What follows belongs to an exercise in optimizing a design on an open flow for small area and a short achievable clock period; a production flow would make more cautious choices. Function was checked by simulation only, so behaviour that the tests miss may differ from the original. Power is estimated from default activity; no workload was simulated.

File: flow/design.v
package dmem_pkg;
   localparam logic [2:0] F3_B  = 3'b000;
   localparam logic [2:0] F3_H  = 3'b001;
   localparam logic [2:0] F3_W  = 3'b010;
   localparam logic [2:0] F3_BU = 3'b100;
   localparam logic [2:0] F3_HU = 3'b101;
   typedef enum logic [1:0] {IDLE, WAIT, ACCESS, RESP} state_t;
   function automatic int cnt_w(input int n);
      cnt_w = (n < 1) ? 1 : $clog2(n + 1);
   endfunction
endpackage
import dmem_pkg::*;
module dmem_lane_align
(
   input  logic        we,
   input  logic [2:0]  funct3,
   input  logic [1:0]  lane,
   input  logic [31:0] wdata,
   input  logic [31:0] old_word,
   output logic [31:0] store_word,
   output logic [31:0] load_word,
   output logic        bad
);
   logic [4:0]  bsh, hsh;
   logic [7:0]  b;
   logic [15:0] h;
   logic [31:0] mask, data;
   always_comb begin
      bsh        = {lane, 3'b000};
      hsh        = {lane[1], 4'b0000};
      b          = 8'(old_word >> bsh);
      h          = 16'(old_word >> hsh);
      load_word  = (funct3 == F3_B)  ? {{24{b[7]}}, b} :
                   (funct3 == F3_H)  ? {{16{h[15]}}, h} :
                   (funct3 == F3_BU) ? {24'b0, b} :
                   (funct3 == F3_HU) ? {16'b0, h} : old_word;
      mask       = (funct3 == F3_B) ? 32'h0000_00FF << bsh :
                   (funct3 == F3_H) ? 32'h0000_FFFF << hsh : 32'hFFFF_FFFF;
      data       = (funct3 == F3_B) ? {24'b0, wdata[7:0]} << bsh :
                   (funct3 == F3_H) ? {16'b0, wdata[15:0]} << hsh : wdata;
      store_word = (old_word & ~mask) | (data & mask);
      bad        = (we ? (funct3[2] | (funct3[1:0] == 2'b11))
                       : ((funct3[1:0] == 2'b11) | (funct3[2] & funct3[1])))
                 | ((funct3[1:0] == 2'b01) & lane[0])
                 | ((funct3[1:0] == 2'b10) & (lane != 2'b00));
   end
endmodule
import dmem_pkg::*;
module dmem_responder
#(
   parameter int ADDR_W      = 32,
   parameter int DEPTH_WORDS = 64,
   parameter int WAIT_CYCLES = 2
) (
   input  logic              clk,
   input  logic              reset,
   input  logic              req_valid,
   output logic              req_ready,
   input  logic              req_we,
   input  logic [ADDR_W-1:0] req_addr,
   input  logic [31:0]       req_wdata,
   input  logic [2:0]        req_funct3,
   output logic              rsp_valid,
   input  logic              rsp_ready,
   output logic [31:0]       rsp_rdata,
   output logic              rsp_err
);
   localparam int CW = (WAIT_CYCLES < 1) ? 1 : $clog2(WAIT_CYCLES + 1);
   localparam int IW = $clog2(DEPTH_WORDS);
   dmem_pkg::state_t  state, state_n;
   logic [CW-1:0]     cnt, cnt_n;
   logic              a_we;
   logic [ADDR_W-1:0] a_addr;
   logic [31:0]       a_wdata;
   logic [2:0]        a_f3;
   logic [31:0]       mem [DEPTH_WORDS];
   logic [31:0]       old_word, store_word, load_word, rsp_rdata_n;
   logic              bad, err, accept, req_ready_n, rsp_valid_n, rsp_err_n;
   assign accept   = req_valid & req_ready;
   assign old_word = mem[a_addr[IW+1:2]];
   assign err      = bad | (a_addr[ADDR_W-1:2] >= (ADDR_W-2)'(DEPTH_WORDS));
   dmem_lane_align u_align (
      .we         (a_we),
      .funct3     (a_f3),
      .lane       (a_addr[1:0]),
      .wdata      (a_wdata),
      .old_word   (old_word),
      .store_word (store_word),
      .load_word  (load_word),
      .bad        (bad)
   );
   always_comb begin
      state_n     = state;
      cnt_n       = cnt;
      req_ready_n = req_ready;
      rsp_valid_n = rsp_valid;
      rsp_rdata_n = rsp_rdata;
      rsp_err_n   = rsp_err;
      case (state)
         IDLE: begin
            req_ready_n = !accept;
            if (accept) begin
               state_n = (WAIT_CYCLES == 0) ? ACCESS : WAIT;
               cnt_n   = CW'(WAIT_CYCLES);
            end
         end
         WAIT: begin
            cnt_n = cnt - 1'b1;
            if (cnt == CW'(1)) state_n = ACCESS;
         end
         ACCESS: begin
            state_n     = RESP;
            rsp_valid_n = 1'b1;
            rsp_err_n   = err;
            rsp_rdata_n = (err | a_we) ? 32'h0 : load_word;
         end
         RESP: begin
            if (rsp_ready) begin
               state_n     = IDLE;
               rsp_valid_n = 1'b0;
               req_ready_n = 1'b1;
            end
         end
         default: state_n = IDLE;
      endcase
   end
   always_ff @(posedge clk or negedge reset) begin
      if (!reset) begin
         state     <= IDLE;
         cnt       <= '0;
         req_ready <= 1'b0;
         rsp_valid <= 1'b0;
         rsp_rdata <= '0;
         rsp_err   <= 1'b0;
         a_we      <= 1'b0;
         a_addr    <= '0;
         a_wdata   <= '0;
         a_f3      <= '0;
      end else begin
         state     <= state_n;
         cnt       <= cnt_n;
         req_ready <= req_ready_n;
         rsp_valid <= rsp_valid_n;
         rsp_rdata <= rsp_rdata_n;
         rsp_err   <= rsp_err_n;
         if (accept) begin
            a_we    <= req_we;
            a_addr  <= req_addr;
            a_wdata <= req_wdata;
            a_f3    <= req_funct3;
         end
      end
   end
   always_ff @(posedge clk)
      if (state == ACCESS && a_we && !err) mem[a_addr[IW+1:2]] <= store_word;
endmodule
File: flow/run.sh
#!/bin/bash
# synth_recipe.tcl (not shown) runs the flow's synth.tcl, then flattens the netlist and writes it again
# the make line also repeats each setting of config.mk as NAME=value (left out here)
make -C /OpenROAD-flow-scripts/flow DESIGN_CONFIG=/design/flow/config.mk WORK_HOME=/design/flow/orfs CLKGATE_MAP_FILE= SYNTH_SCRIPT=/design/flow/synth_recipe.tcl finish
File: flow/config.mk
export PLATFORM = sky130hd
export DESIGN_NAME = dmem_responder
export DESIGN_NICKNAME = dmem_responder
export VERILOG_FILES = /design/flow/design.v
export SDC_FILE = /design/flow/constraint.sdc
export NUM_CORES = 4
export LEC_CHECK = 0
export CAP_MARGIN = 20
export CORE_MARGIN = 2
export CORE_UTILIZATION = 40
export SETUP_SLACK_MARGIN = 0.5
export SLEW_MARGIN = 20
File: flow/constraint.sdc
create_clock -name core_clock -period 6.0 [get_ports {clk}]
set_input_delay 1.2000 -clock core_clock [delete_from_list [all_inputs] [get_ports {clk}]]
set_output_delay 1.2000 -clock core_clock [all_outputs]
set_load 0.01 [all_outputs]
==> results.txt <==
worst max-delay path: cells and delay by family (launching register included):
kind | cells | cell delay, ns
compound gates | 5 | 2.02
simple gates | 2 | 1.26
mux | 1 | 0.34
buf+inv | 2 | 0.78
flops | 1 | 0.86
routing by layer:
metal / vias to the layer above / track usage, % / share of wire [%]
met5: - / 0 / 0.040
met4: 18 / 14.3 / 6.0
met3: 682 / 7.83 / 13
met2: 3959 / 42.2 / 44
met1: 27100 / 38.5 / 37
li1: 20300 / - / -
where the power goes:
part	switching [W]	internal (W)	leakage [nW]	total, W
Clock	0.00587	0.00720	3.28	0.0131
Sequential	0.000428	0.0198	19.8	0.0202
Combinational	0.0134	0.00466	8.54	0.0181
cells in the mapped netlist, types with 11 or more instances:
cell / n
o21ai_1: 27
o21ai_0: 64
nor3_1: 19
a222oi_1: 35
mux2_1: 62
o32ai_1: 11
o31ai_1: 16
o22a_1: 11
nand3_1: 19
and4_1: 11
a21oi_1: 119
buf_2: 104
o2bb2ai_1: 62
and3_1: 17
mux2i_1: 289
o22ai_1: 82
a211oi_1: 20
buf_4: 33
inv_1: 21
a22o_1: 87
nand4_1: 26
edfxtp_1: 2048
a41oi_1: 11
nand2b_1: 16
a31oi_1: 54
buf_1: 46
nor2_1: 154
clkbuf_1: 109
nand2_1: 127
mux2_2: 113
mux4_2: 33
dfrtp_1: 107
nor2b_1: 14
nand3b_1: 14
o221ai_1: 19
a221o_1: 59
buf_6: 31
a22oi_1: 315
a221oi_1: 115
nor4_1: 19
and4b_1: 11
worst max-delay path by stage:
| stage | startpoint | end |
|---|---|---|
| finish | a_addr[3]$_DFFE_PN0P_ | rsp_rdata[13]$_DFFE_PN0N_ |
| global route | a_addr[3]$_DFFE_PN0P_ | rsp_rdata[13]$_DFFE_PN0N_ |
| CTS | a_addr[3]$_DFFE_PN0P_ | rsp_rdata[13]$_DFFE_PN0N_ |
| detailed placement | a_addr[3]$_DFFE_PN0P_ | rsp_rdata[13]$_DFFE_PN0N_ |
| global placement | a_addr[4]$_DFFE_PN0P_ | mem[59][27]$_DFFE_PP_ |
| floorplan | a_addr[4]$_DFFE_PN0P_ | mem[0][9]$_DFFE_PP_ |
registers in the layout, indices dropped and copies added (netlist names):
signal	cells
a_addr	32
a_f3	3
a_wdata	32
a_we	1
cnt	2
mem	2048
req_ready	1
rsp_err	1
rsp_rdata	32
rsp_valid	1
state	2
layout make-up:
type	count	share of cell area, %
antenna	9	0.0231
tap	2788	3.58
clock buffer	282	5.82
timing repair buffer	464	4.55
inverter	24	0.0988
sequential	2155	65.8
multi-input combinational	2220	19.0
clock inverter	114	1.12
kinds of logic after synthesis:
kind of cell             after synthesis  share of synthesized area, %
flip-flops                          2155                          76.8
AO/OA/AOI/OAI                       1195                          10.8
AND/OR/NAND/NOR                      519                          3.34
multiplexers                         500                          6.76
buffers and inverters                350                          2.18
adder cells (fa/ha/maj)                6                        0.0898
stage by stage:
stage / utilization, % / cells / setup slack, ns / total power (W) / instance area, um^2
after detailed placement: 43.8 / 7651 / 0.755 / 0.0379 / 90700
after floorplan: - / 4725 / 0.521 / 0.0284 / 83600
after CTS: 47.0 / 8047 / 0.700 / 0.0508 / 97500
after global placement: 43.8 / 7651 / 0.288 / 0.0377 / 90700
after global routing: 47.0 / 8049 / 0.557 / 0.0521 / 97500
final: 47.0 / 8056 / 0.494 / 0.0514 / 97500
==> results.yml <==
timing:
  min_period_over_period_pct: 91.8
  drv_slew: 0
  maxSlewHeadroom_pct: 11.9
  finalHoldViolations: 0
  grt_setup_unrepaired: "no"
  timing.hold.ws_ns: 0.415
  setup_violations: 0
  skew_ns: 0.0579
  tightest_slew_ns: 1.32
  final.min_clock_period_ns: 5.51
  max_freq_mhz: 182
  final.setup.tns_ns: 0
finish:
  num-nets-final: 5157
  drive_gt1_share_pct: 18.4
  mostFrequentLayoutCells: "2048 x edfxtp_1, 315 x a22oi_1, 304 x buf_4, 284 x mux2i_1, 215 x clkbuf_16"
  regArea_um2: 64200
  area_growth_pct: 16.7
  fillers: 17400
  final_common_cell: "edfxtp_1"
  multi_input_area_um2: 18500
yosys:
  synthFlopType: "edfxtp_1"
  avgSynthCellArea_um2: 17.7
  synth_top_area_share_pct: 73.6
  ys_top_cells_by_area: "edfxtp_1 74%, mux2i_1 3.5%, dfrtp_1 3.2%, a22oi_1 2.8%, mux2_2 1.5%"
  synth-seq-cells: 2155
  synthesis.nets: 4803
  yosysSeqAreaShare_pct: 76.8
  syn_inst: 4725
  yosys.area.top_type: "edfxtp_1"
  ys_types: 91
  synth-async-reset-ratio_pct: 4.97
  synth-edff-count: 2048
  ys.warnings.count: 2
  netlist_area_um2: 83600
clock_network:
  cts_setup_buffers: 0
  htreeDepth: 4
  clk_pin_slew_ns: 0.06
  cts_made_buffers: 214
  cts-hold-fix-buffers: 0
  cts_tree: "built"
  clk_latency_ns: 0.88
  ctsLongestPathBuffers: 3
  post_cts_resized: 0
  root_buffer: "clkbuf_16"
  cts.sinks: 2155
global_routing:
  grt_pass1_wl_um: 415000
  grt_max_degree: 100
  antenna_found_initial: 25
  grt-ovfl-total: 0
  grt_usage_pct: 28.5
  grt_pass1_vias: 48700
floorplanning:
  pin_count: 107
  start_util_pct: 40.3
  die_w_um: 461
  core_area_um2: 207000
  die_area_um2: 213000
  num_rows: 167
  die_h_um: 461
power:
  power_density_nw_per_um2: 527
  leakagePower_nw: 31.6
  peakVddDrop_v: 0.000459
routing:
  wl_per_cell_um: 38.1
  wirelength_um: 307000
  drc: 0
  vias: 52000
  postRouteAntennaNets: 0
  viasPerCell: 6.46
  drt_iter0_markers: 8915
  dr.pass1.iters: 8
place:
  gp_congestion: 0.965
  port_buffers: 106
  dp_hpwl_um: 188000
worst_setup_path:
  reg2reg_from: "a_addr[3]$_DFFE_PN0P_"
  crit_type: "reg -> reg"
  crit_chain: "buf_12 -> nand2b_2 -> buf_4 -> o22ai_1 -> o41ai_1 -> o211ai_1 -> nor4_4 -> mux2i_1 -> a2111oi_0 -> o21ai_1"
  cp-end-kind: "flip-flop"
  r2r_setup_slack_ns: 0.49
  critPathMaxStageDelay_ns: 0.86
  crit_slowest_cell: "dfrtp_4"
  cp-start-kind: "flip-flop"
  reg2reg_to: "rsp_rdata[13]$_DFFE_PN0N_"
  cp_max_fo: 40
  arrival_ns: 6.22
  crit_required_ns: 6.72
  r2r_cells: 10
flow_run:
  cap_violations: 0
outcome:
  status: "timing/DRC/antenna clean"
worst_hold_path:
  min_path_type: "in -> async"

## what the ideal ports hide
Ports are ideal in the flow. The routed layout listed here was re-timed in OpenROAD. Step 1: set_driving_cell puts a clkbuf_16 on clk and a buf_2 on each other input, an assumption about the parent block. Step 2 adds t to the input delays and takes it off the output delays; t is the mean of the earliest and latest rising clock arrival at the registers after step 1. Input paths then give back, and output paths get back, about the clock's delay inside the block. Three values: ideal, step 1, step 2; two values: the first two.
t, ns: 0.951
slack for setup (ns): 0.494 / 0.494 / 0.494
clock arrival spread, ns: 0.058 / 0.058
slew at the worst register clock pin (ns): 0.07 / 0.07
worst slew at a driven data input, ns: 0.07
After both steps this run still meets setup and hold. For this run, drivers alone change the setup slack by 0.000 ns; drivers and shift together by 0.000 ns.
